What follows belongs to an exercise in optimizing a design on an open flow for small area, a short achievable clock period and few clock cycles; a production flow would make more cautious choices.
In this exercise RTL edits were held to simulation tests only and were not proved equivalent to the original.
Power and IR drop assume default switching activity.

==> flow/design.v, too long to show whole: its modules and the start of the top module <==
// module dlx_alu: 43 lines
// module booth_mult: 3977 lines
// module booth_enc: 19 lines
// module reg_file: 36 lines
// module dlx_ex_top: 328 lines
module dlx_ex_top (
    input  logic      clk,
    input  logic      rst_n,
    input  logic      issue_valid,
    input  dlx_pkg::func_t issue_func,
    input  dlx_pkg::reg_idx_t issue_rd,
    input  dlx_pkg::reg_idx_t issue_rs1,
    input  dlx_pkg::reg_idx_t issue_rs2,
    input  dlx_pkg::word_t issue_imm,
    input  logic      issue_use_imm,
    output logic      stall,
    output logic      wb_valid,
    output dlx_pkg::reg_idx_t wb_rd,
    output dlx_pkg::word_t wb_data
);
  // ...
==> flow/run.sh <==
#!/bin/bash
# synth_recipe.tcl (not shown) runs the flow's synth.tcl, then flattens the netlist and writes it again
# the make line also repeats each setting of config.mk as NAME=value (left out here)
make -C /OpenROAD-flow-scripts/flow DESIGN_CONFIG=/design/flow/config.mk WORK_HOME=/design/flow/orfs CLKGATE_MAP_FILE= SYNTH_SCRIPT=/design/flow/synth_recipe.tcl finish
==> flow/config.mk <==
export PLATFORM = sky130hd
export DESIGN_NAME = dlx_ex_top
export DESIGN_NICKNAME = dlx_ex_top
export VERILOG_FILES = /design/flow/design.v
export SDC_FILE = /design/flow/constraint.sdc
export NUM_CORES = 4
export LEC_CHECK = 0
export ABC_AREA = 1
export CAP_MARGIN = 20
export CORE_MARGIN = 2
export CORE_UTILIZATION = 35
export PLACE_DENSITY = 0.5
export SETUP_SLACK_MARGIN = 4.8
export SLEW_MARGIN = 20
==> flow/constraint.sdc <==
create_clock -name core_clock -period 8.0 [get_ports {clk}]
set_input_delay 1.6000 -clock core_clock [delete_from_list [all_inputs] [get_ports {clk}]]
set_output_delay 1.6000 -clock core_clock [all_outputs]
set_load 0.01 [all_outputs]
==> impl_results.md, run 1 <==
* Status: finished clean
* CP most frequent cell: nor2_1
* Final Hold Violating Endpoints at 0
* Clock buffer count in the final layout at 253
* Fin nets at 11300
* Root buf cell: clkbuf_16
* Worst Hold Launch: u_mult.r1_61_0
* Worst slew pin tran at 1.45 ns
* Kind of end point of the critical path: register
* Seq cells at 1733
* Cell count after synthesis at 10400
* CTS tree: built
* Required time worst endpoint at 8.73 ns
* Port Buffers at 95
* Area growth syn-to-layout at 17.1%
* Starting Density at 0.352
* Antenna cells at 109
* Final instance area at 114000 um^2
* Area of the multi-input gates at 46900 um^2
* Total GRT Usage at 0.380
* Reg clk slew, reported paths at 0.08 ns
* Hold WS at 0.328 ns
* CP Launch Point: sel_b[12]
* Pwr top: combinational logic
* Count of TritonRoute iterations in the first routing pass at 10
* Final min period at 3.41 ns
* Rows at 193
* Hold path endpoint: u_mult.hc_q[29]
* CP bufs+invs at 1
* Post-CTS Resized at 538
Testbench counts, summed over its fixed seeds: cycles 3,509.
==> module dlx_ex_top, before the edit <==
module dlx_ex_top (
    input  logic      clk,
    input  logic      rst_n,
    input  logic      issue_valid,
    input  dlx_pkg::func_t issue_func,
    input  dlx_pkg::reg_idx_t issue_rd,
    input  dlx_pkg::reg_idx_t issue_rs1,
    input  dlx_pkg::reg_idx_t issue_rs2,
    input  dlx_pkg::word_t issue_imm,
    input  logic      issue_use_imm,
    output logic      stall,
    output logic      wb_valid,
    output dlx_pkg::reg_idx_t wb_rd,
    output dlx_pkg::word_t wb_data
);
    logic [5:0]  in_func;
    logic [4:0]  in_rd;
    logic [4:0]  in_rs1;
    logic [4:0]  in_rs2;
    logic [31:0] in_imm;
    assign in_func = issue_func;
    assign in_rd   = issue_rd;
    assign in_rs1  = issue_rs1;
    assign in_rs2  = issue_rs2;
    assign in_imm  = issue_imm;
    logic        hold_q;
    logic        ir_v;
    logic [5:0]  ir_func;
    logic [4:0]  ir_rd;
    logic [4:0]  ir_rs1;
    logic [4:0]  ir_rs2;
    logic [31:0] ir_imm;
    logic        ir_ui;
    logic        e_v;
    logic        e_wr;
    logic [4:0]  e_rd;
    logic        e_mult;
    logic        e_hi;
    logic        e_add, e_sub, e_and, e_or, e_xor, e_sh, e_sll, e_sra, e_slt, e_sltu, e_lhi;
    logic [31:0] e_a;
    logic [31:0] e_b;
    logic [4:0]  e_amt;
    logic        e_a_r1, e_a_r2, e_a_r3, e_a_o, e_b_r1, e_b_r2, e_b_r3, e_b_o;
    logic [16:0] e_one;
    logic [15:0] e_two;
    logic [15:0] e_neg;
    logic        v1, wr1, mult1, hi1;
    logic [4:0]  rd1;
    logic [31:0] r1;
    logic        v2, wr2, mult2, hi2;
    logic [4:0]  rd2;
    logic [31:0] r2;
    logic        v3, wr3;
    logic [4:0]  rd3;
    logic [31:0] r3;
    function automatic logic op_hazard(
        input logic [4:0] s, input logic u, input logic t,
        input logic p0_wr, input logic [4:0] p0_rd, input logic p0_mult,
        input logic p1_wr, input logic [4:0] p1_rd, input logic p1_mult, input logic p1_hi,
        input logic p2_wr, input logic [4:0] p2_rd, input logic p2_hi);
        logic m0, m1, m2;
        m0 = p0_wr && p0_rd == s;
        m1 = p1_wr && p1_rd == s;
        m2 = p2_wr && p2_rd == s;
        op_hazard = u && (m0 ? (t || p0_mult) : m1 ? (p1_mult && (t || p1_hi)) : (m2 && p2_hi && t));
    endfunction
    function automatic logic is_mult_f(input logic [5:0] f);
        is_mult_f = (f == 6'h0e) || (f == 6'h16);
    endfunction
    function automatic logic is_shift_f(input logic [5:0] f);
        is_shift_f = (f == 6'h04) || (f == 6'h06) || (f == 6'h07);
    endfunction
    logic d_mult;
    logic d_shift;
    logic d_lhi;
    logic d_wr;
    logic in_mult;
    logic in_shift;
    logic in_lhi;
    logic hold_d;
    assign d_mult   = is_mult_f(ir_func);
    assign d_shift  = is_shift_f(ir_func);
    assign d_lhi    = (ir_func == 6'h0f);
    assign d_wr     = ir_v && (ir_rd != 5'd0);
    assign in_mult  = is_mult_f(in_func);
    assign in_shift = is_shift_f(in_func);
    assign in_lhi   = (in_func == 6'h0f);
    assign hold_d = hold_q
        ? op_hazard(ir_rs1, !d_lhi, d_mult,
                    1'b0, 5'd0, 1'b0,  e_wr, e_rd, e_mult, e_hi,  wr1, rd1, hi1)
       || op_hazard(ir_rs2, !ir_ui, d_mult || d_shift,
                    1'b0, 5'd0, 1'b0,  e_wr, e_rd, e_mult, e_hi,  wr1, rd1, hi1)
        : issue_valid &&
         (op_hazard(in_rs1, !in_lhi, in_mult,
                    d_wr, ir_rd, d_mult,  e_wr, e_rd, e_mult, e_hi,  wr1, rd1, hi1)
       || op_hazard(in_rs2, !issue_use_imm, in_mult || in_shift,
                    d_wr, ir_rd, d_mult,  e_wr, e_rd, e_mult, e_hi,  wr1, rd1, hi1));
    always_ff @(posedge clk or negedge rst_n)
    begin
        if (!rst_n)
        begin
            hold_q <= 1'b0;
            ir_v   <= 1'b0;
        end
        else
        begin
            hold_q <= hold_d;
            if (!hold_q)
                ir_v <= issue_valid;
        end
    end
    always_ff @(posedge clk)
    begin
        if (!hold_q)
        begin
            ir_func <= in_func;
            ir_rd   <= in_rd;
            ir_rs1  <= in_rs1;
            ir_rs2  <= in_rs2;
            ir_imm  <= in_imm;
            ir_ui   <= issue_use_imm;
        end
    end
    assign stall = hold_q;
    logic [4:0]  next_rs1;
    logic [4:0]  next_rs2;
    logic        next_ui;
    logic [31:1] we_d;
    logic [31:1] we_q;
    logic [31:1] rf_valid;
    logic [31:1] valid_next;
    logic        n1_a, n2_a, n3_a, n1_b, n2_b, n3_b;
    logic        q_me_a, q_me_b, q_m1_a, q_m1_b, q_m2_a, q_m2_b;
    logic        s1_a, s2_a, s3_a, s1_b, s2_b, s3_b, si_b;
    logic [31:1] sel_a_d;
    logic [31:1] sel_b_d;
    logic [31:1] sel_a;
    logic [31:1] sel_b;
    logic [31:0] rf_a;
    logic [31:0] rf_b;
    logic [31:0] d_a;
    logic [31:0] d_b;
    logic [16:0] d_one;
    logic [15:0] d_two;
    logic [15:0] d_neg;
    assign next_rs1 = hold_q ? ir_rs1 : in_rs1;
    assign next_rs2 = hold_q ? ir_rs2 : in_rs2;
    assign next_ui  = hold_q ? ir_ui  : issue_use_imm;
    assign n1_a = e_wr && (e_rd == next_rs1);
    assign n2_a = wr1  && (rd1  == next_rs1);
    assign n3_a = wr2  && (rd2  == next_rs1);
    assign n1_b = e_wr && (e_rd == next_rs2);
    assign n2_b = wr1  && (rd1  == next_rs2);
    assign n3_b = wr2  && (rd2  == next_rs2);
    always_comb
    begin
        for (int i = 1; i < 32; i++)
        begin
            we_d[i]    = wr2 && (rd2 == 5'(i));
            sel_a_d[i] = (next_rs1 == 5'(i)) && valid_next[i] && !n1_a && !n2_a && !n3_a;
            sel_b_d[i] = (next_rs2 == 5'(i)) && valid_next[i] && !n1_b && !n2_b && !n3_b && !next_ui;
        end
    end
    assign valid_next = rf_valid | we_q;
    always_ff @(posedge clk or negedge rst_n)
    begin
        if (!rst_n)
            we_q <= '0;
        else
            we_q <= we_d;
    end
    always_ff @(posedge clk)
    begin
        sel_a  <= sel_a_d;
        sel_b  <= sel_b_d;
        s1_a   <= n1_a;
        s2_a   <= !n1_a && n2_a;
        s3_a   <= !n1_a && !n2_a && n3_a;
        s1_b   <= !next_ui && n1_b;
        s2_b   <= !next_ui && !n1_b && n2_b;
        s3_b   <= !next_ui && !n1_b && !n2_b && n3_b;
        si_b   <= next_ui;
        q_me_a <= !hold_q && d_wr && (ir_rd == in_rs1);
        q_me_b <= !hold_q && d_wr && (ir_rd == in_rs2);
        q_m1_a <= n1_a;
        q_m1_b <= n1_b;
        q_m2_a <= n2_a;
        q_m2_b <= n2_b;
    end
    reg_file u_rf (
        .clk   (clk),
        .rst_n (rst_n),
        .we    (we_q),
        .wdata (r3),
        .sel_a (sel_a),
        .sel_b (sel_b),
        .valid (rf_valid),
        .qa    (rf_a),
        .qb    (rf_b)
    );
    assign d_a = rf_a | ({32{s1_a}} & r1) | ({32{s2_a}} & r2) | ({32{s3_a}} & r3);
    assign d_b = rf_b | ({32{s1_b}} & r1) | ({32{s2_b}} & r2) | ({32{s3_b}} & r3)
               | ({32{si_b}} & ir_imm);
    booth_enc u_enc (
        .b   (d_b),
        .one (d_one),
        .two (d_two),
        .neg (d_neg)
    );
    always_ff @(posedge clk or negedge rst_n)
    begin
        if (!rst_n)
        begin
            e_v  <= 1'b0;
            e_wr <= 1'b0;
        end
        else
        begin
            e_v  <= ir_v && !hold_q;
            e_wr <= d_wr && !hold_q;
        end
    end
    always_ff @(posedge clk)
    begin
        e_rd   <= ir_rd;
        e_mult <= d_mult;
        e_hi   <= (ir_func == 6'h16);
        e_add  <= (ir_func == 6'h20) || (ir_func == 6'h22);
        e_sub  <= (ir_func == 6'h22) || (ir_func == 6'h2a) || (ir_func == 6'h3a);
        e_and  <= (ir_func == 6'h24);
        e_or   <= (ir_func == 6'h25);
        e_xor  <= (ir_func == 6'h26);
        e_sh   <= d_shift;
        e_sll  <= (ir_func == 6'h04);
        e_sra  <= (ir_func == 6'h07);
        e_slt  <= (ir_func == 6'h2a);
        e_sltu <= (ir_func == 6'h3a);
        e_lhi  <= d_lhi;
        e_a    <= d_a;
        e_b    <= d_b;
        e_amt  <= d_b[4:0] ^ {5{ir_func == 6'h04}};
        e_a_r1 <= fx_a && q_me_a;
        e_a_r2 <= fx_a && !q_me_a && q_m1_a;
        e_a_r3 <= fx_a && !q_me_a && !q_m1_a && q_m2_a;
        e_a_o  <= !(fx_a && (q_me_a || q_m1_a || q_m2_a));
        e_b_r1 <= fx_b && q_me_b;
        e_b_r2 <= fx_b && !q_me_b && q_m1_b;
        e_b_r3 <= fx_b && !q_me_b && !q_m1_b && q_m2_b;
        e_b_o  <= !(fx_b && (q_me_b || q_m1_b || q_m2_b));
        e_one  <= d_one;
        e_two  <= d_two;
        e_neg  <= d_neg;
    end
    logic [31:0] x_a;
    logic [31:0] x_b;
    logic [31:0] alu_res;
    logic [31:0] p_lo;
    logic [31:0] p_hi;
    logic        fx_a;
    logic        fx_b;
    assign fx_a = !d_mult;
    assign fx_b = !d_mult && !d_shift && !ir_ui;
    assign x_a = ({32{e_a_r1}} & r1) | ({32{e_a_r2}} & r2) | ({32{e_a_r3}} & r3) | ({32{e_a_o}} & e_a);
    assign x_b = ({32{e_b_r1}} & r1) | ({32{e_b_r2}} & r2) | ({32{e_b_r3}} & r3) | ({32{e_b_o}} & e_b);
    dlx_alu u_alu (
        .a      (x_a),
        .b      (x_b),
        .c_add  (e_add),
        .c_sub  (e_sub),
        .c_and  (e_and),
        .c_or   (e_or),
        .c_xor  (e_xor),
        .c_sh   (e_sh),
        .c_sll  (e_sll),
        .sh_amt (e_amt),
        .c_sra  (e_sra),
        .c_slt  (e_slt),
        .c_sltu (e_sltu),
        .c_lhi  (e_lhi),
        .result (alu_res)
    );
    booth_mult u_mult (
        .clk     (clk),
        .a       (e_a),
        .one     (e_one),
        .two     (e_two),
        .neg     (e_neg),
        .p_lo    (p_lo),
        .p_hi    (p_hi)
    );
    always_ff @(posedge clk or negedge rst_n)
    begin
        if (!rst_n)
        begin
            v1  <= 1'b0;
            wr1 <= 1'b0;
            v2  <= 1'b0;
            wr2 <= 1'b0;
            v3  <= 1'b0;
            wr3 <= 1'b0;
        end
        else
        begin
            v1  <= e_v;
            wr1 <= e_wr;
            v2  <= v1;
            wr2 <= wr1;
            v3  <= v2;
            wr3 <= wr2;
        end
    end
    always_ff @(posedge clk)
    begin
        rd1   <= e_rd;
        mult1 <= e_mult;
        hi1   <= e_hi;
        r1    <= alu_res;
        rd2   <= rd1;
        mult2 <= mult1;
        hi2   <= hi1;
        r2    <= (mult1 && !hi1) ? p_lo : r1;
        rd3   <= rd2;
        r3    <= hi2 ? p_hi : r2;
    end
    assign wb_valid = v3;
    assign wb_rd    = rd3;
    assign wb_data  = r3;
endmodule
==> run 2, diff against run 1 <==
--- a/flow/design.v
+++ b/flow/design.v
@@ -4126,7 +4126,8 @@
     assign in_rs1  = issue_rs1;
     assign in_rs2  = issue_rs2;
     assign in_imm  = issue_imm;
-    logic        hold_q;
+    logic        hold_q;      
+    logic        go_q;        
     logic        ir_v;
     logic [5:0]  ir_func;
     logic [4:0]  ir_rd;
@@ -4156,6 +4157,9 @@
     logic        v3, wr3;
     logic [4:0]  rd3;
     logic [31:0] r3;
+    logic [31:0] r3_d;
+    logic [31:0] wb_q;
+    logic [31:0] r3f;      
     function automatic logic op_hazard(
         input logic [4:0] s, input logic u, input logic t,
         input logic p0_wr, input logic [4:0] p0_rd, input logic p0_mult,
@@ -4188,7 +4192,7 @@
     assign in_mult  = is_mult_f(in_func);
     assign in_shift = is_shift_f(in_func);
     assign in_lhi   = (in_func == 6'h0f);
-    assign hold_d = hold_q
+    assign hold_d = !go_q
         ? op_hazard(ir_rs1, !d_lhi, d_mult,
                     1'b0, 5'd0, 1'b0,  e_wr, e_rd, e_mult, e_hi,  wr1, rd1, hi1)
        || op_hazard(ir_rs2, !ir_ui, d_mult || d_shift,
@@ -4203,18 +4207,20 @@
         if (!rst_n)
         begin
             hold_q <= 1'b0;
+            go_q   <= 1'b1;
             ir_v   <= 1'b0;
         end
         else
         begin
             hold_q <= hold_d;
-            if (!hold_q)
+            go_q   <= !hold_d;
+            if (go_q)
                 ir_v <= issue_valid;
         end
     end
     always_ff @(posedge clk)
     begin
-        if (!hold_q)
+        if (go_q)
         begin
             ir_func <= in_func;
             ir_rd   <= in_rd;
@@ -4246,9 +4252,9 @@
     logic [16:0] d_one;
     logic [15:0] d_two;
     logic [15:0] d_neg;
-    assign next_rs1 = hold_q ? ir_rs1 : in_rs1;
-    assign next_rs2 = hold_q ? ir_rs2 : in_rs2;
-    assign next_ui  = hold_q ? ir_ui  : issue_use_imm;
+    assign next_rs1 = go_q ? in_rs1 : ir_rs1;
+    assign next_rs2 = go_q ? in_rs2 : ir_rs2;
+    assign next_ui  = go_q ? issue_use_imm : ir_ui;
     assign n1_a = e_wr && (e_rd == next_rs1);
     assign n2_a = wr1  && (rd1  == next_rs1);
     assign n3_a = wr2  && (rd2  == next_rs1);
@@ -4283,8 +4289,8 @@
         s2_b   <= !next_ui && !n1_b && n2_b;
         s3_b   <= !next_ui && !n1_b && !n2_b && n3_b;
         si_b   <= next_ui;
-        q_me_a <= !hold_q && d_wr && (ir_rd == in_rs1);
-        q_me_b <= !hold_q && d_wr && (ir_rd == in_rs2);
+        q_me_a <= go_q && d_wr && (ir_rd == in_rs1);
+        q_me_b <= go_q && d_wr && (ir_rd == in_rs2);
         q_m1_a <= n1_a;
         q_m1_b <= n1_b;
         q_m2_a <= n2_a;
@@ -4301,8 +4307,8 @@
         .qa    (rf_a),
         .qb    (rf_b)
     );
-    assign d_a = rf_a | ({32{s1_a}} & r1) | ({32{s2_a}} & r2) | ({32{s3_a}} & r3);
-    assign d_b = rf_b | ({32{s1_b}} & r1) | ({32{s2_b}} & r2) | ({32{s3_b}} & r3)
+    assign d_a = rf_a | ({32{s1_a}} & r1) | ({32{s2_a}} & r2) | ({32{s3_a}} & r3f);
+    assign d_b = rf_b | ({32{s1_b}} & r1) | ({32{s2_b}} & r2) | ({32{s3_b}} & r3f)
                | ({32{si_b}} & ir_imm);
     booth_enc u_enc (
         .b   (d_b),
@@ -4319,8 +4325,8 @@
         end
         else
         begin
-            e_v  <= ir_v && !hold_q;
-            e_wr <= d_wr && !hold_q;
+            e_v  <= ir_v && go_q;
+            e_wr <= d_wr && go_q;
         end
     end
     always_ff @(posedge clk)
@@ -4363,8 +4369,8 @@
     logic        fx_b;
     assign fx_a = !d_mult;
     assign fx_b = !d_mult && !d_shift && !ir_ui;
-    assign x_a = ({32{e_a_r1}} & r1) | ({32{e_a_r2}} & r2) | ({32{e_a_r3}} & r3) | ({32{e_a_o}} & e_a);
-    assign x_b = ({32{e_b_r1}} & r1) | ({32{e_b_r2}} & r2) | ({32{e_b_r3}} & r3) | ({32{e_b_o}} & e_b);
+    assign x_a = ({32{e_a_r1}} & r1) | ({32{e_a_r2}} & r2) | ({32{e_a_r3}} & r3f) | ({32{e_a_o}} & e_a);
+    assign x_b = ({32{e_b_r1}} & r1) | ({32{e_b_r2}} & r2) | ({32{e_b_r3}} & r3f) | ({32{e_b_o}} & e_b);
     dlx_alu u_alu (
         .a      (x_a),
         .b      (x_b),
@@ -4412,6 +4418,7 @@
             wr3 <= wr2;
         end
     end
+    assign r3_d = hi2 ? p_hi : r2;
     always_ff @(posedge clk)
     begin
         rd1   <= e_rd;
@@ -4423,9 +4430,11 @@
         hi2   <= hi1;
         r2    <= (mult1 && !hi1) ? p_lo : r1;
         rd3   <= rd2;
-        r3    <= hi2 ? p_hi : r2;
+        r3    <= r3_d;
+        r3f   <= r3_d & {32{wr2}};
+        wb_q  <= r3_d & {32{v2}};
     end
     assign wb_valid = v3;
     assign wb_rd    = rd3;
-    assign wb_data  = r3;
+    assign wb_data  = wb_q;
 endmodule
==> flow/flow/run.sh (new file) <==
#!/bin/bash
# Own layout flow: the standard flow (standard.sh: the standard synthesis,
# then ORFS through finish) with one change: buffer_ports builds the port
# buffers from sky130_fd_sc_hd__buf_4 instead of the delay buffer it picks by
# default, so that timing repair can resize them like any other buffer.
set -euo pipefail
export BUFFER_PORTS_ARGS="-buffer_cell sky130_fd_sc_hd__buf_4"
bash standard.sh finish > standard_flow.log 2>&1
==> flow/standard.sh (new file) <==
#!/bin/bash
# synth_recipe.tcl (not shown) runs the flow's synth.tcl, then flattens the netlist and writes it again
# the make line also repeats each setting of config.mk as NAME=value (left out here)
make -C /OpenROAD-flow-scripts/flow DESIGN_CONFIG=/design/flow/config.mk WORK_HOME=/design/flow/orfs CLKGATE_MAP_FILE= SYNTH_SCRIPT=/design/flow/synth_recipe.tcl "${@:-finish}"
--- a/flow/config.mk
+++ b/flow/config.mk
@@ -9,6 +9,8 @@
 export CAP_MARGIN = 20
 export CORE_MARGIN = 2
 export CORE_UTILIZATION = 35
+export CTS_CLUSTER_DIAMETER = 100
+export CTS_CLUSTER_SIZE = 20
 export PLACE_DENSITY = 0.5
 export SETUP_SLACK_MARGIN = 4.8
 export SLEW_MARGIN = 20
removed: flow/run.sh
==> run 2 against run 1 <==
Critical path depth increased by 7. First-iteration DRC count decreased by 16%. Flip-flop and latch count increased by 65. Cell count decreased by 0.82%. Routed wire length decreased by 9.2%. Fmax increased by 1.3%. Synthesized cell count increased by 2.6%. Clock skew decreased by 0.0071 ns. Count of clock-buffer cells in the layout decreased by 78. Final area decreased by 3.3%. Core utilization decreased by 2.2 points. Sequential share of layout area increased by 2.5 points. Largest cell class unchanged.
==> impl_results.md, run 2 <==
* Post-synthesis cell area at 99000 um^2 (was 97000 um^2)
* Post-Synthesis Net Count at 11400 (was 11100)
* Crit path kind: register to register (unchanged)
* FFs w/ async S/R, synth at 0.0400 (was 0.0410)
* Starting Density at 0.351 (was 0.352)
* Area growth syn-to-layout at 11.0% (was 17.1%)
* CTS buffer count at 115 (was 199)
* LEAKAGE at 44.5 nW (was 45.8 nW)
* Max cap viols at 0 (unchanged)
* Most common cell after layout, fill and taps aside: nand2_1 (unchanged)
* Root buf cell: clkbuf_16 (unchanged)
* # DRC at 0 (unchanged)
* Pwr dens at 376 nW/um^2 (was 416 nW/um^2)
* Final setup vio count at 0 (unchanged)
* WL/cell at 34.8 um (was 38.0 um)
* Number of synthesized flops with an enable pin at 1035 (unchanged)
* Fraction of layout cells with a size suffix above 1 at 0.0984 (was 0.122)
* Worst EP arrival at 4.15 ns (was 4.14 ns)
* Vias per inst at 5.98 (was 6.32)
* Vias in the first global route at 81200 (was 83900)
* Fin Clk Skew at 0.121 ns (was 0.128 ns)
* Vias post-DR at 86000 (was 91600)
* Total Neg Setup Slack at 0 ns (unchanged)
* CP Launch Point: u_mult.r1_28_2 (was sel_b[12])
* Net switching power at 19.0 mW (was 21.4 mW)
* Worst R2R Path Depth at 14 (was 7)
* Clock latency (worst-skew pair) at 0.97 ns (was 0.94 ns)
* Mapped Avg Cell Area at 9.32 um^2 (was 9.37 um^2)
* Final period utilization at 0.421 (was 0.426)
* Min-delay worst type: register to register (unchanged)
* Drt initial violations at 13700 (was 16400)
* Yosys warns at 5 (unchanged)
* H-Tree Depth at 3 (was 4)
* Max reg flops at 992 (unchanged)
* Maximum root-to-sink buffer count at 4 (unchanged)
* Antenna violations before repair at 37 (was 95)
* Worst Hold Launch: u_mult.r1_63_0 (was u_mult.r1_61_0)
* Worst slew pin tran at 1.21 ns (was 1.45 ns)
* Reg power frac at 0.307 (was 0.260)
* Cell-internal power at 22.4 mW (was 26.0 mW)
* Max_slew headroom at 0.191 (was 0.0318)
* Post-synth top area cell: edfxtp_1 (unchanged)
* Final core utilization at 0.390 (was 0.412)
* Cell count after synthesis at 10600 (was 10400)
* CTS Hold Bufs at 0 (unchanged)
* Comb pwr share at 0.536 (was 0.538)
* Most frequent cells after synthesis: 2679 x nand2_1, 1035 x edfxtp_1, 1030 x inv_1 (was 2545 x nand2_1, 1035 x edfxtp_1, 924 x inv_1)
* Ys flop type: edfxtp_1 (unchanged)
* Hold WS at 0.352 ns (was 0.328 ns)
* First-pass GRT wire length at 677000 um (was 730000 um)
* Final Hold Violating Endpoints at 0 (unchanged)
* Core area at 282000 um^2 (was 276000 um^2)
* Port Buffers at 95 (unchanged)
* Grt ovf at 0 (unchanged)
* Clk network pwr share at 0.157 (was 0.202)
* Die W at 536 um (was 531 um)
* Seq/Total Area, Yosys at 0.472 (was 0.468)
* Startpoint Class: register (unchanged)
* RD Place Congestion at 0.994 (was 1.07)
* Max VDD drop at 0.482 mV (was 0.528 mV)
* Pins Over Slew Limit at 0 (unchanged)
* Maximum clock frequency at 0.297 GHz (was 0.293 GHz)
* Largest net degree at the start of global routing at 73 (was 71)
* Kind of end point of the critical path: register (unchanged)
* Most frequent cells in the layout: 2654 x nand2_1, 1035 x edfxtp_1, 984 x inv_1 (was 2525 x nand2_1, 1035 x edfxtp_1, 867 x inv_1)
* CTS Sinks at 1798 (was 1733)
* Drt total wl at 500000 um (was 551000 um)
* Die height at 536 um (was 531 um)
* Required time worst endpoint at 8.78 ns (was 8.73 ns)
* Worst R2R Start: u_mult.r1_28_2 (was sel_b[12])
* Leading post-synthesis cells by cell area: edfxtp_1 31%, dfxtp_1 14%, nand2_1 10%, fa_1 9.5%, xor2_1 5.3% (was edfxtp_1 32%, dfxtp_1 13%, nand2_1 9.8%, fa_1 9.7%, xor2_1 5.4%)
* Rows at 195 (was 193)
* Count of TritonRoute iterations in the first routing pass at 12 (was 10)
* Hold Path Cell Cnt at 0 (unchanged)
* Most flops, register: u_rf.rf (unchanged)
* CTS tree: built (unchanged)
* Crit Path Max Fanout at 3 (was 21)
* Net Sw Frac at 0.459 (was 0.451)
* Die ar. at 287000 um^2 (was 281000 um^2)
* Status: finished clean (unchanged)
* IO Count at 96 (unchanged)
* Post-synth cell types at 59 (was 57)
* Reg clk slew, reported paths at 0.10 ns (was 0.08 ns)
* Most common cell in the netlist: nand2_1 (unchanged)
* RSZ-0062 raised after global routing: true (unchanged)
* Hpwl dp at 334000 um (was 347000 um)
* Total GRT Usage at 0.339 (was 0.380)
* Seq cells post-synth at 1798 (was 1733)
* Final ANT Viol Nets at 0 (unchanged)
* Fin nets at 11300 (about the same)
* Final min period at 3.37 ns (was 3.41 ns)
* Yosys top cell area share at 0.314 (was 0.320)
-- run 2: repair_timing --
action | CTS | global route
pin swaps | 32 | 56
cloned | 3 | 1
gates resized for setup | 257 | 245
buffers inserted | 32 | 38
setup endpoints to repair | 325 | 192
-- run 2: final cells by class --
cell class	count	area, um^2
Inverter	1052	4070
Fill cell	28200	172000
Sequential cell	1798	47100
Timing Repair Buffer	387	3210
Clock buffer	175	3150
Clock inverter	30	419
Timing Repair inverter	2	15.0
Tap cell	3743	4680
Antenna cell	14	35.0
Multi-Input combinational cell	7170	47200
-- run 2: path summary, 6_finish.rpt --
check | endpoint | slack, ns
worst min register to register | u_mult.hc_q[31] | 0.35
worst max-delay path | r2[30] | 4.63
worst min-delay path | u_mult.hc_q[31] | 0.35
min in group asynchronous | we_q[10] | 0.71
max in group asynchronous | we_q[28] | 6.72
worst max register to register | r2[30] | 4.63
-- run 2: layer usage --
layer	global-route usage	part of all wire	vias up
li1	-	-	35700
met1	0.456	0.40	43200
met2	0.490	0.41	5912
met3	0.100	0.12	1183
met4	0.177	0.065	14
met5	0	0.00019	-
-- run 2: cell families (layout without fill, tap and decap cells) --
family,after synthesis,count (layout),synth area share
adders and majority gates,692,692,0.123
other,0,14,0
muxes,2,2,0.000227
buffers and inverters,1656,1646,0.0637
DFF,1798,1798,0.472
xor gates and xnor gates,617,617,0.0546
AOI/OAI and AO/OA,1479,1479,0.0978
and+or+nand+nor,4380,4380,0.189
-- run 2: power by group through the flow --
stage          combinational, mW  sequential [mW]  clock [mW]
3_5_place_dp                19.7             12.8           0
2_1_floorplan               12.3             12.2           0
5_1_grt                     24.4             12.8        6.86
4_1_cts                     21.1             12.6        6.56
3_3_place_gp                19.5             12.8           0
6_report                    22.1             12.7        6.50
-- run 2: through the flow --
step / instance area, um^2 / std cells / total power [mW] / setup WS [ns]
floorplan: 99000 / 10600 / 24.6 / 4.93
global placement: 104000 / 14100 / 32.3 / 3.79
detailed placement: 104000 / 14100 / 32.5 / 3.78
CTS: 109000 / 14300 / 40.3 / 4.58
global route: 110000 / 14400 / 44.0 / 4.58
finish: 110000 / 14400 / 41.3 / 4.63
-- run 2: critical path, cell delays in order, from the launching register on --
cell,delay (ns)
dfxtp_2,0.34
fa_1,0.50
fa_1,0.51
inv_1,0.05
fa_1,0.50
inv_2,0.05
ha_4,0.29
a21oi_4,0.06
nor2_1,0.10
nor2_1,0.05
inv_2,0.11
nor2_4,0.05
a21oi_4,0.21
xor2_4,0.37
o21ai_2,0.10
Testbench counts of run 2, summed over its fixed seeds: cycles 3,509.
==> module dlx_alu, before the edit <==
module dlx_alu (
    input  logic [31:0] a,
    input  logic [31:0] b,
    input  logic        c_add,     
    input  logic        c_sub,     
    input  logic        c_and,
    input  logic        c_or,
    input  logic        c_xor,
    input  logic        c_sh,      
    input  logic        c_sll,
    input  logic [4:0]  sh_amt,    
    input  logic        c_sra,
    input  logic        c_slt,
    input  logic        c_sltu,
    input  logic        c_lhi,
    output logic [31:0] result
);
    logic [31:0] bx;
    logic [33:0] sum_x;
    logic [31:0] sum;
    logic        cout;
    logic        lt_s;
    logic        lt_u;
    logic [62:0] sh_in;
    logic [62:0] sh_all;
    logic [31:0] sh_out;
    assign bx            = b ^ {32{c_sub}};
    assign sum_x         = {1'b0, a, 1'b1} + {1'b0, bx, c_sub};
    assign sum           = sum_x[32:1];
    assign cout          = sum_x[33];
    assign lt_u          = ~cout;
    assign lt_s          = (a[31] ^ b[31]) ? a[31] : sum[31];
    assign sh_in  = c_sll ? {a, 31'b0} : {{31{c_sra & a[31]}}, a};
    assign sh_all = sh_in >> sh_amt;
    assign sh_out = sh_all[31:0];
    assign result = ({32{c_add}} & sum)
                  | ({32{c_and}} & (a & b))
                  | ({32{c_or}}  & (a | b))
                  | ({32{c_xor}} & (a ^ b))
                  | ({32{c_sh}}  & sh_out)
                  | ({32{c_lhi}} & {b[15:0], 16'b0})
                  | {31'b0, (c_slt & lt_s) | (c_sltu & lt_u)};
endmodule
==> run 3, diff against run 2 <==
--- a/flow/design.v
+++ b/flow/design.v
@@ -31,28 +31,29 @@
     input  logic        c_xor,
     input  logic        c_sh,      
     input  logic        c_sll,
-    input  logic [4:0]  sh_amt,    
     input  logic        c_sra,
     input  logic        c_slt,
     input  logic        c_sltu,
     input  logic        c_lhi,
     output logic [31:0] result
 );
-    logic [31:0] bx;
     logic [33:0] sum_x;
     logic [31:0] sum;
     logic        cout;
+    logic [31:0] bx;
     logic        lt_s;
     logic        lt_u;
+    logic [4:0]  sh_amt;
     logic [62:0] sh_in;
     logic [62:0] sh_all;
     logic [31:0] sh_out;
-    assign bx            = b ^ {32{c_sub}};
-    assign sum_x         = {1'b0, a, 1'b1} + {1'b0, bx, c_sub};
-    assign sum           = sum_x[32:1];
-    assign cout          = sum_x[33];
-    assign lt_u          = ~cout;
-    assign lt_s          = (a[31] ^ b[31]) ? a[31] : sum[31];
+    assign bx    = b ^ {32{c_sub}};
+    assign sum_x = {1'b0, a, 1'b1} + {1'b0, bx, c_sub};
+    assign sum   = sum_x[32:1];
+    assign cout  = sum_x[33];
+    assign lt_u  = ~cout;
+    assign lt_s  = (a[31] ^ b[31]) ? a[31] : sum[31];
+    assign sh_amt = b[4:0] ^ {5{c_sll}};
     assign sh_in  = c_sll ? {a, 31'b0} : {{31{c_sra & a[31]}}, a};
     assign sh_all = sh_in >> sh_amt;
     assign sh_out = sh_all[31:0];
@@ -4143,7 +4144,6 @@
     logic        e_add, e_sub, e_and, e_or, e_xor, e_sh, e_sll, e_sra, e_slt, e_sltu, e_lhi;
     logic [31:0] e_a;
     logic [31:0] e_b;
-    logic [4:0]  e_amt;
     logic        e_a_r1, e_a_r2, e_a_r3, e_a_o, e_b_r1, e_b_r2, e_b_r3, e_b_o;
     logic [16:0] e_one;
     logic [15:0] e_two;
@@ -4195,12 +4195,12 @@
     assign hold_d = !go_q
         ? op_hazard(ir_rs1, !d_lhi, d_mult,
                     1'b0, 5'd0, 1'b0,  e_wr, e_rd, e_mult, e_hi,  wr1, rd1, hi1)
-       || op_hazard(ir_rs2, !ir_ui, d_mult || d_shift,
+       || op_hazard(ir_rs2, !ir_ui, d_mult,
                     1'b0, 5'd0, 1'b0,  e_wr, e_rd, e_mult, e_hi,  wr1, rd1, hi1)
         : issue_valid &&
          (op_hazard(in_rs1, !in_lhi, in_mult,
                     d_wr, ir_rd, d_mult,  e_wr, e_rd, e_mult, e_hi,  wr1, rd1, hi1)
-       || op_hazard(in_rs2, !issue_use_imm, in_mult || in_shift,
+       || op_hazard(in_rs2, !issue_use_imm, in_mult,
                     d_wr, ir_rd, d_mult,  e_wr, e_rd, e_mult, e_hi,  wr1, rd1, hi1));
     always_ff @(posedge clk or negedge rst_n)
     begin
@@ -4347,7 +4347,6 @@
         e_lhi  <= d_lhi;
         e_a    <= d_a;
         e_b    <= d_b;
-        e_amt  <= d_b[4:0] ^ {5{ir_func == 6'h04}};
         e_a_r1 <= fx_a && q_me_a;
         e_a_r2 <= fx_a && !q_me_a && q_m1_a;
         e_a_r3 <= fx_a && !q_me_a && !q_m1_a && q_m2_a;
@@ -4368,7 +4367,7 @@
     logic        fx_a;
     logic        fx_b;
     assign fx_a = !d_mult;
-    assign fx_b = !d_mult && !d_shift && !ir_ui;
+    assign fx_b = !d_mult && !ir_ui;
     assign x_a = ({32{e_a_r1}} & r1) | ({32{e_a_r2}} & r2) | ({32{e_a_r3}} & r3f) | ({32{e_a_o}} & e_a);
     assign x_b = ({32{e_b_r1}} & r1) | ({32{e_b_r2}} & r2) | ({32{e_b_r3}} & r3f) | ({32{e_b_o}} & e_b);
     dlx_alu u_alu (
@@ -4381,7 +4380,6 @@
         .c_xor  (e_xor),
         .c_sh   (e_sh),
         .c_sll  (e_sll),
-        .sh_amt (e_amt),
         .c_sra  (e_sra),
         .c_slt  (e_slt),
         .c_sltu (e_sltu),
--- a/flow/config.mk
+++ b/flow/config.mk
@@ -12,5 +12,5 @@
 export CTS_CLUSTER_DIAMETER = 100
 export CTS_CLUSTER_SIZE = 20
 export PLACE_DENSITY = 0.5
-export SETUP_SLACK_MARGIN = 4.8
+export SETUP_SLACK_MARGIN = 5
 export SLEW_MARGIN = 20
==> run 3 against run 2 <==
Still clean on timing, DRC and antenna. Setup slack better by 0.093 ns. Die area is 0.25% lower. Flip-flop and latch count is 5 lower. First-iteration DRC count is 4.4% lower. Non-clock buffer count is 124 higher. Sequential share of layout area is 1.4 points lower. Routed wire length is 1.1% higher. Core utilization is 1.4 points higher. Clock power is 0.8% lower. Via count is 1.8% higher. Synthesized area is 0.25% lower. Power is 8.2% higher. Largest cell class unchanged. Largest power group unchanged.
==> impl_results.md, run 3 <==
* # DRC at 0 (unchanged)
* Root buf cell: clkbuf_16 (unchanged)
* Final period utilization at 0.409 (was 0.421)
* Port Buffers at 95 (unchanged)
* Final min period at 3.28 ns (was 3.37 ns)
* Crit path kind: register to register (unchanged)
* Seq cells post-synth at 1793 (was 1798)
* Starting Density at 0.351 (about the same)
* Number of synthesized flops with an enable pin at 1035 (unchanged)
* FFs w/ async S/R, synth at 0.0402 (was 0.0400)
* Ys flop type: edfxtp_1 (unchanged)
* Max VDD drop at 0.630 mV (was 0.482 mV)
* Final Hold Violating Endpoints at 0 (unchanged)
* Most flops, register: u_rf.rf (unchanged)
* Post-synth top area cell: edfxtp_1 (unchanged)
* Pins Over Slew Limit at 0 (unchanged)
* Min-delay worst type: register to register (unchanged)
* Fillers at 28000 (was 28200)
* Vias in the first global route at 83900 (was 81200)
* Post-Synthesis Net Count at 11300 (was 11400)
* Largest net degree at the start of global routing at 73 (unchanged)
* Grt met1 use at 0.430 (was 0.456)
* Mapped Avg Cell Area at 9.32 um^2 (about the same)
* Register area at 47100 um^2 (about the same)
* Post-synthesis cell area at 98800 um^2 (was 99000 um^2)
* Drt initial violations at 13100 (was 13700)
* Area of the multi-input gates at 49000 um^2 (was 47200 um^2)
* Kind of end point of the critical path: register (unchanged)
* Startpoint Class: register (unchanged)
* RD Place Congestion at 1.03 (was 0.994)
* Leading post-synthesis cells by cell area: edfxtp_1 31%, dfxtp_1 14%, nand2_1 10%, fa_1 9.5%, xor2_1 5.3% (unchanged)
* H-Tree Depth at 3 (unchanged)
* Yosys warns at 5 (unchanged)
* IO Count at 96 (unchanged)
* Maximum clock frequency at 0.305 GHz (was 0.297 GHz)
* Worst reg2reg setup slack at 4.72 ns (was 4.63 ns)
* Placed cell count at 14000 (was 14100)
* First-pass GRT wire length at 685000 um (was 677000 um)
* Drt total wl at 505000 um (was 500000 um)
* Fin nets at 11400 (was 11300)
* Status: finished clean (unchanged)
* Rows at 195 (unchanged)
* Total Neg Setup Slack at 0 ns (unchanged)
* Required time worst endpoint at 8.85 ns (was 8.78 ns)
* CP Launch Point: u_mult.r1_28_0 (was u_mult.r1_28_2)
* Seq/Total Area, Yosys at 0.472 (about the same)
* RSZ-0062 raised after global routing: true (unchanged)
* Maximum root-to-sink buffer count at 4 (unchanged)
* CTS buffer count at 113 (was 115)
* Worst Hold Launch: u_mult.r1_61_0 (was u_mult.r1_63_0)
* Cell count after synthesis at 10600 (about the same)
* Most frequent cells after synthesis: 2661 x nand2_1, 1035 x edfxtp_1, 1020 x inv_1 (was 2679 x nand2_1, 1035 x edfxtp_1, 1030 x inv_1)
* Antenna violations before repair at 43 (was 37)
* Final Non-Filler Cells at 14500 (was 14400)
* Crit Path Max Fanout at 2 (was 3)
* Worst slew pin tran at 1.24 ns (was 1.21 ns)
* Die height at 535 um (was 536 um)
* Worst EP arrival at 4.13 ns (was 4.15 ns)
* Die W at 535 um (was 536 um)
* Final ANT Viol Nets at 0 (unchanged)
* Global route hottest layer: met2 (unchanged)
* M3 GR Usage at 0.0988 (was 0.100)
* Worst R2R Path Depth at 15 (was 14)
* Most frequent cells in the layout: 2591 x nand2_1, 1035 x edfxtp_1, 943 x inv_1 (was 2654 x nand2_1, 1035 x edfxtp_1, 984 x inv_1)
* Max cap viols at 0 (unchanged)
* Yosys top cell area share at 0.315 (was 0.314)
* Vias per inst at 6.05 (was 5.98)
* Met2 usage at 0.514 (was 0.490)
* Count of TritonRoute iterations in the first routing pass at 9 (was 12)
* Clock latency (worst-skew pair) at 0.96 ns (was 0.97 ns)
* CTS Sinks at 1793 (was 1798)
* Core area at 282000 um^2 (about the same)
* Worst R2R Start: u_mult.r1_28_0 (was u_mult.r1_28_2)
* Reg clk slew, reported paths at 0.09 ns (was 0.10 ns)
* Fraction of layout cells with a size suffix above 1 at 0.138 (was 0.0984)
* Most common cell in the netlist: nand2_1 (unchanged)
* Max reg flops at 992 (unchanged)
* Final setup vio count at 0 (unchanged)
* Hold Path Cell Cnt at 0 (unchanged)
* Vias post-DR at 87600 (was 86000)
* Die ar. at 286000 um^2 (was 287000 um^2)
* Max_slew headroom at 0.168 (was 0.191)
* WL/cell at 34.9 um (was 34.8 um)
* Pwr dens at 394 nW/um^2 (was 376 nW/um^2)
* Total GRT Usage at 0.341 (was 0.339)
* Most common cell after layout, fill and taps aside: nand2_1 (unchanged)
* CTS tree: built (unchanged)
* Fin Clk Skew at 0.118 ns (was 0.121 ns)
* Grt ovf at 0 (unchanged)
* LEAKAGE at 45.6 nW (was 44.5 nW)
* Post-synth cell types at 57 (was 59)
* Hpwl dp at 332000 um (was 334000 um)
* Area growth syn-to-layout at 15.0% (was 11.0%)
==> run 3: changes by cell type after synthesis, moves of 12 or more <==
| cell | delta |
|---|---|
| a2111oi_0 | +12 |
| nand2_1 | -18 |
| clkbuf_1 | -20 |
| a22o_1 | -25 |
| o211ai_1 | +13 |
| buf_2 | +21 |
| nor2_1 | +19 |
| buf_1 | -13 |
| nand4_1 | -20 |
==> run 3: cells by family after synthesis <==
family                     after synthesis  synth area share
and+or+nand+nor                       4343             0.186
muxes                                    2          0.000228
AOI/OAI and AO/OA                     1497            0.0990
adders and majority gates              692             0.123
buffers and inverters                 1639            0.0635
DFF                                   1793             0.472
xor gates and xnor gates               625            0.0556
==> run 3: final timing paths <==
check	end
max	r2[31]
min	u_mult.hc_q[29]
max reg2reg	r2[31]
min reg2reg	u_mult.hc_q[29]
max in group asynchronous	we_q[29]
min in group asynchronous	we_q[17]
==> run 3: stage by stage <==
stage                     total power [mW]  area (um^2)  setup slack, ns  hold WS [ns]  utilization
final                                 44.8       114000             4.72         0.336        0.403
after global routing                  47.5       114000             4.66         0.345        0.403
after CTS                             43.3       111000             4.67         0.341        0.393
after detailed placement              34.0       104000             3.61         0.325        0.368
after global placement                34.0       104000             3.60         0.316        0.368
after floorplan                       25.3        98800             4.98         0.310            -
==> run 3: worst max-delay path: stages, from the launching register on <==
cell and delay [ns]:
dfxtp_2 0.32, fa_1 0.51, fa_1 0.54, inv_2 0.04, fa_1 0.49, inv_2 0.05, ha_4 0.26, a21oi_4 0.14
nor2_1 0.06, nor2_1 0.12, inv_2 0.10, a21oi_4 0.18, nand2_1 0.09, nand2_2 0.09, nand3_4 0.13, o21ai_2 0.12
==> run 3: final cells by class <==
class | instances | area share
multi-input cells | 7161 | 0.431
flip-flops and latches | 1793 | 0.415
repair buffers | 511 | 0.0445
well taps | 3743 | 0.0412
inverters | 1043 | 0.0365
clock buffers | 180 | 0.0283
clock inverters | 24 | 0.00303
diodes | 27 | 0.000595
==> run 3: per-layer routing <==
metal / wire, um / up-vias / share of wire
met4: 40000 / 46 / 0.079
met2: 216000 / 6343 / 0.43
li1: - / 35900 / -
met5: 493 / - / 0.00098
met3: 60700 / 1575 / 0.12
met1: 188000 / 43700 / 0.37
==> run 3: timing repair <==
item	4_1_cts	5_1_grt
setup endpoints to repair	439	199
gates cloned	2	8
gates resized for setup	732	449
pin swaps	124	160
setup buffers	106	89
hold buffers	0	0
endpoints found under the hold margin	0	0
==> run 3: power breakdown <==
part	internal (mW)	total, mW	switching, mW
combinational	9.69	25.4	15.8
clock	2.92	6.45	3.52
sequential	11.5	12.9	1.32
total	24.2	44.8	20.6
Testbench counts of run 3, summed over its fixed seeds: cycles 3,478.
==> run 4, diff against run 3 <==
--- a/flow/config.mk
+++ b/flow/config.mk
@@ -11,6 +11,6 @@
 export CORE_UTILIZATION = 35
 export CTS_CLUSTER_DIAMETER = 100
 export CTS_CLUSTER_SIZE = 20
-export PLACE_DENSITY = 0.5
+export PLACE_DENSITY = 0.65
 export SETUP_SLACK_MARGIN = 5
 export SLEW_MARGIN = 20
==> run 4 against run 3 <==
Critical path depth is 1 lower. Core utilization is 0.73 points lower. Synthesized cell count stayed put. Highest routed layer unchanged. Sequential share of layout area is 0.64 points higher. Largest cell class unchanged. Still clean. Clock power is 7.9% lower.
==> impl_results.md, run 4 <==
* Adder-Cell Fraction of Synth Area at 0.123 (unchanged)
* CTS Hold Bufs at 0 (unchanged)
* RSZ-0062 raised after global routing: true (unchanged)
* Vias in the first global route at 80200 (was 83900)
* Clk network pwr share at 0.136 (was 0.144)
* Net switching power at 19.9 mW (was 20.6 mW)
* Maximum clock frequency at 0.295 GHz (was 0.305 GHz)
* Cell-internal power at 23.6 mW (was 24.2 mW)
* Worst slew pin tran at 1.18 ns (was 1.24 ns)
* Most common cell in the netlist: nand2_1 (unchanged)
* Xor/xnor cell area share of the yosys netlist at 0.0556 (unchanged)
* Drt initial violations at 14100 (was 13100)
* Starting Density at 0.351 (unchanged)
* Most frequent cells in the layout: 2595 x nand2_1, 1035 x edfxtp_1, 964 x inv_1 (was 2591 x nand2_1, 1035 x edfxtp_1, 943 x inv_1)
* Total Neg Setup Slack at 0 ns (unchanged)
* CTS tree: built (unchanged)
* Port Buffers at 95 (unchanged)
* Area growth syn-to-layout at 12.9% (was 15.0%)
* Status: finished clean (unchanged)
* Comb pwr share at 0.570 (was 0.569)
* Post-synth cell types at 57 (unchanged)
* Root buf cell: clkbuf_16 (unchanged)
* Startpoint Class: register (unchanged)
* Most common cell after layout, fill and taps aside: nand2_1 (unchanged)
* Maximum root-to-sink buffer count at 3 (was 4)
* LEAKAGE at 44.9 nW (was 45.6 nW)
* Post-synth top area cell: edfxtp_1 (unchanged)
* Grt ovf at 0 (unchanged)
* Final ANT Viol Nets at 0 (unchanged)
* Hpwl dp at 285000 um (was 332000 um)
* Largest net degree at the start of global routing at 73 (unchanged)
* Die ar. at 286000 um^2 (unchanged)
* Net Sw Frac at 0.458 (was 0.460)
* RD Place Congestion at 1.05 (was 1.03)
* Pwr dens at 390 nW/um^2 (was 394 nW/um^2)
* Seq cells post-synth at 1793 (unchanged)
* Post-synthesis simple-gate area fraction at 0.186 (unchanged)
* Reg power frac at 0.294 (was 0.287)
* Final Hold Violating Endpoints at 0 (unchanged)
* Post-synthesis cell area at 98800 um^2 (unchanged)
* Yosys top cell area share at 0.315 (unchanged)
* Most frequent cells after synthesis: 2661 x nand2_1, 1035 x edfxtp_1, 1020 x inv_1 (unchanged)
* IO Count at 96 (unchanged)
* Mapped Avg Cell Area at 9.32 um^2 (unchanged)
* Drt total wl at 439000 um (was 505000 um)
* Vias post-DR at 86400 (was 87600)
* Pins Over Slew Limit at 0 (unchanged)
* WL/cell at 30.5 um (was 34.9 um)
* H-Tree Depth at 3 (unchanged)
* Worst reg2reg setup slack at 4.61 ns (was 4.72 ns)
* Max VDD drop at 0.670 mV (was 0.630 mV)
* Die height at 535 um (unchanged)
* CTS buffer count at 106 (was 113)
* Worst EP arrival at 4.08 ns (was 4.13 ns)
* Vias per inst at 6.00 (was 6.05)
* Reg clk slew, reported paths at 0.09 ns (about the same)
* Required time worst endpoint at 8.69 ns (was 8.85 ns)
* Crit path kind: register to register (unchanged)
* Seq/Total Area, Yosys at 0.472 (unchanged)
* Antenna violations before repair at 37 (was 43)
* Final setup vio count at 0 (unchanged)
* Yosys warns at 5 (unchanged)
* Clock latency (worst-skew pair) at 0.84 ns (was 0.96 ns)
* # DRC at 0 (unchanged)
* Die W at 535 um (unchanged)
* Cell count after synthesis at 10600 (unchanged)
* Number of synthesized flops with an enable pin at 1035 (unchanged)
* Synth Area in Compound Gates at 0.0990 (unchanged)
* FFs w/ async S/R, synth at 0.0402 (unchanged)
* Count of TritonRoute iterations in the first routing pass at 9 (unchanged)
* Post-Synthesis Net Count at 11300 (unchanged)
* Final core utilization at 0.396 (was 0.403)
* Max cap viols at 0 (unchanged)
* First-pass GRT wire length at 605000 um (was 685000 um)
* Total GRT Usage at 0.295 (was 0.341)
* Crit Path Max Fanout at 2 (unchanged)
* Kind of end point of the critical path: register (unchanged)
* Most flops, register: u_rf.rf (unchanged)
* Max reg flops at 992 (unchanged)
* CTS Sinks at 1793 (unchanged)
* Final min period at 3.39 ns (was 3.28 ns)
* Post-synthesis mux area share at 0.000228 (unchanged)
* Max_slew headroom at 0.211 (was 0.168)
* Rows at 195 (unchanged)
* Ys flop type: edfxtp_1 (unchanged)
* Fraction of layout cells with a size suffix above 1 at 0.119 (was 0.138)
* Core area at 282000 um^2 (unchanged)
* Fin nets at 11300 (was 11400)
* Final period utilization at 0.423 (was 0.409)
* Main combinational cell family by area after synthesis: simple AND/OR/NAND/NOR gates (unchanged)
* Min-delay worst type: register to register (unchanged)
* Leading post-synthesis cells by cell area: edfxtp_1 31%, dfxtp_1 14%, nand2_1 10%, fa_1 9.5%, xor2_1 5.3% (unchanged)
* Fin Clk Skew at 0.0529 ns (was 0.118 ns)
[run 4: cell counts after synthesis]
Identical to the previous run, type by type.
[run 4: per-stage QoR]
step	power, mW	area [um^2]	hold slack, ns	instances	worst slack [ns]
3_5_place_dp	33.3	104000	0.319	14000	3.99
4_1_cts	41.7	109000	0.338	14300	4.63
5_1_grt	46.1	111000	0.350	14400	4.50
3_3_place_gp	33.0	104000	0.313	14000	3.97
2_1_floorplan	25.3	98800	0.310	10600	4.98
6_report	43.5	112000	0.338	14400	4.61
[run 4: path summary, 6_finish.rpt]
kind	from	endpoint	depth (start not counted)
min in group asynchronous	rst_n	we_q[19]	1
max in group asynchronous	rst_n	we_q[16]	1
hold reg to reg	u_mult.r1_63_0	u_mult.hc_q[31]	0
setup reg to reg	u_mult.r1_28_2	r2[30]	14
setup / recovery	u_mult.r1_28_2	r2[30]	14
hold / removal	u_mult.r1_63_0	u_mult.hc_q[31]	0
[run 4: critical path, cell delays in order (launching register included)]
cell	delay [ns]
dfxtp_2	0.33
fa_1	0.50
fa_1	0.52
inv_2	0.04
fa_1	0.52
inv_2	0.06
ha_4	0.26
a21oi_4	0.14
nor2_1	0.06
nor2_1	0.10
inv_1	0.08
a21oi_2	0.11
nand2_2	0.10
o21ai_4	0.29
o21ai_1	0.11
[run 4: area by class of cell]
cell class | instances | area, um^2
Fill cell | 27900 | 170000
Multi-Input combinational cell | 7160 | 48300
Sequential cell | 1793 | 47000
Tap cell | 3743 | 4680
Timing Repair Buffer | 465 | 4240
Inverter | 1043 | 4080
Clock buffer | 158 | 2910
Clock inverter | 16 | 262
Antenna cell | 26 | 65.1
[run 4: cells by family after synthesis]
group / Yosys count
simple gates: 4343
flops: 1793
mux: 2
buf+inv: 1639
compound gates: 1497
xor+xnor: 625
fa+ha+maj: 692
[run 4: routing by layer]
layer / up-vias / GRT usage / part of all wire
li1: 35800 / - / -
met1: 41300 / 0.357 / 0.35
met3: 1952 / 0.118 / 0.15
met4: 28 / 0.195 / 0.083
met5: - / 0 / 0.0014
met2: 7350 / 0.432 / 0.42
[run 4: repair_timing]
| item | in CTS | in global routing |
|---|---|---|
| endpoints found under the setup margin | 384 | 225 |
| pin swaps | 101 | 136 |
| endpoints found under the hold margin | 0 | 0 |
| resized for setup | 487 | 421 |
| setup buffers | 80 | 82 |
| gates cloned | 2 | 6 |
[run 4: power by group through the flow]
stage | registers, mW | logic (mW) | clock network [mW]
after floorplan | 12.3 | 13.0 | 0
after global routing | 12.9 | 27.0 | 6.24
after global placement | 12.9 | 20.1 | 0
final | 12.8 | 24.8 | 5.94
after CTS | 12.7 | 23.0 | 5.93
after detailed placement | 12.9 | 20.4 | 0

static timing again, ports no longer ideal:
Ports are ideal in the flow. The routed layouts listed here were re-timed in OpenROAD.
Step 1: set_driving_cell puts a clkbuf_16 on clk and a buf_2 on each other input, an assumption about the parent block.
Step 2 moves the port delays by t, midway between the first and last clock arrival at a register: inputs arrive t later, outputs are due t later. That takes back most of the time a late clock gives input paths.
Slacks: ideal ports / drivers / drivers and shift; pairs: ideal ports / drivers.
| run | t (ns) | slack for setup (ns) | latest minus earliest clock arrival (ns) | worst slew at a driven data input, ns | cell pins on the clock port's net |
|---|---|---|---|---|---|
| run 1 | 0.974 | 4.589 / 4.589 / 3.861 | 0.129 / 0.129 | 0.30 | 1 |
| run 2 | 1.012 | 4.632 / 4.632 / 4.095 | 0.130 / 0.129 | 0.11 | 1 |
| run 3 | 0.999 | 4.724 / 4.724 / 4.498 | 0.121 / 0.122 | 0.10 | 1 |
| run 4 | 0.906 | 4.614 / 4.614 / 4.249 | 0.070 / 0.070 | 0.11 | 1 |
After both steps every run listed still meets setup and hold. For run 1, which loses most, drivers alone change the setup slack by 0.000 ns; drivers and shift together by -0.728 ns.
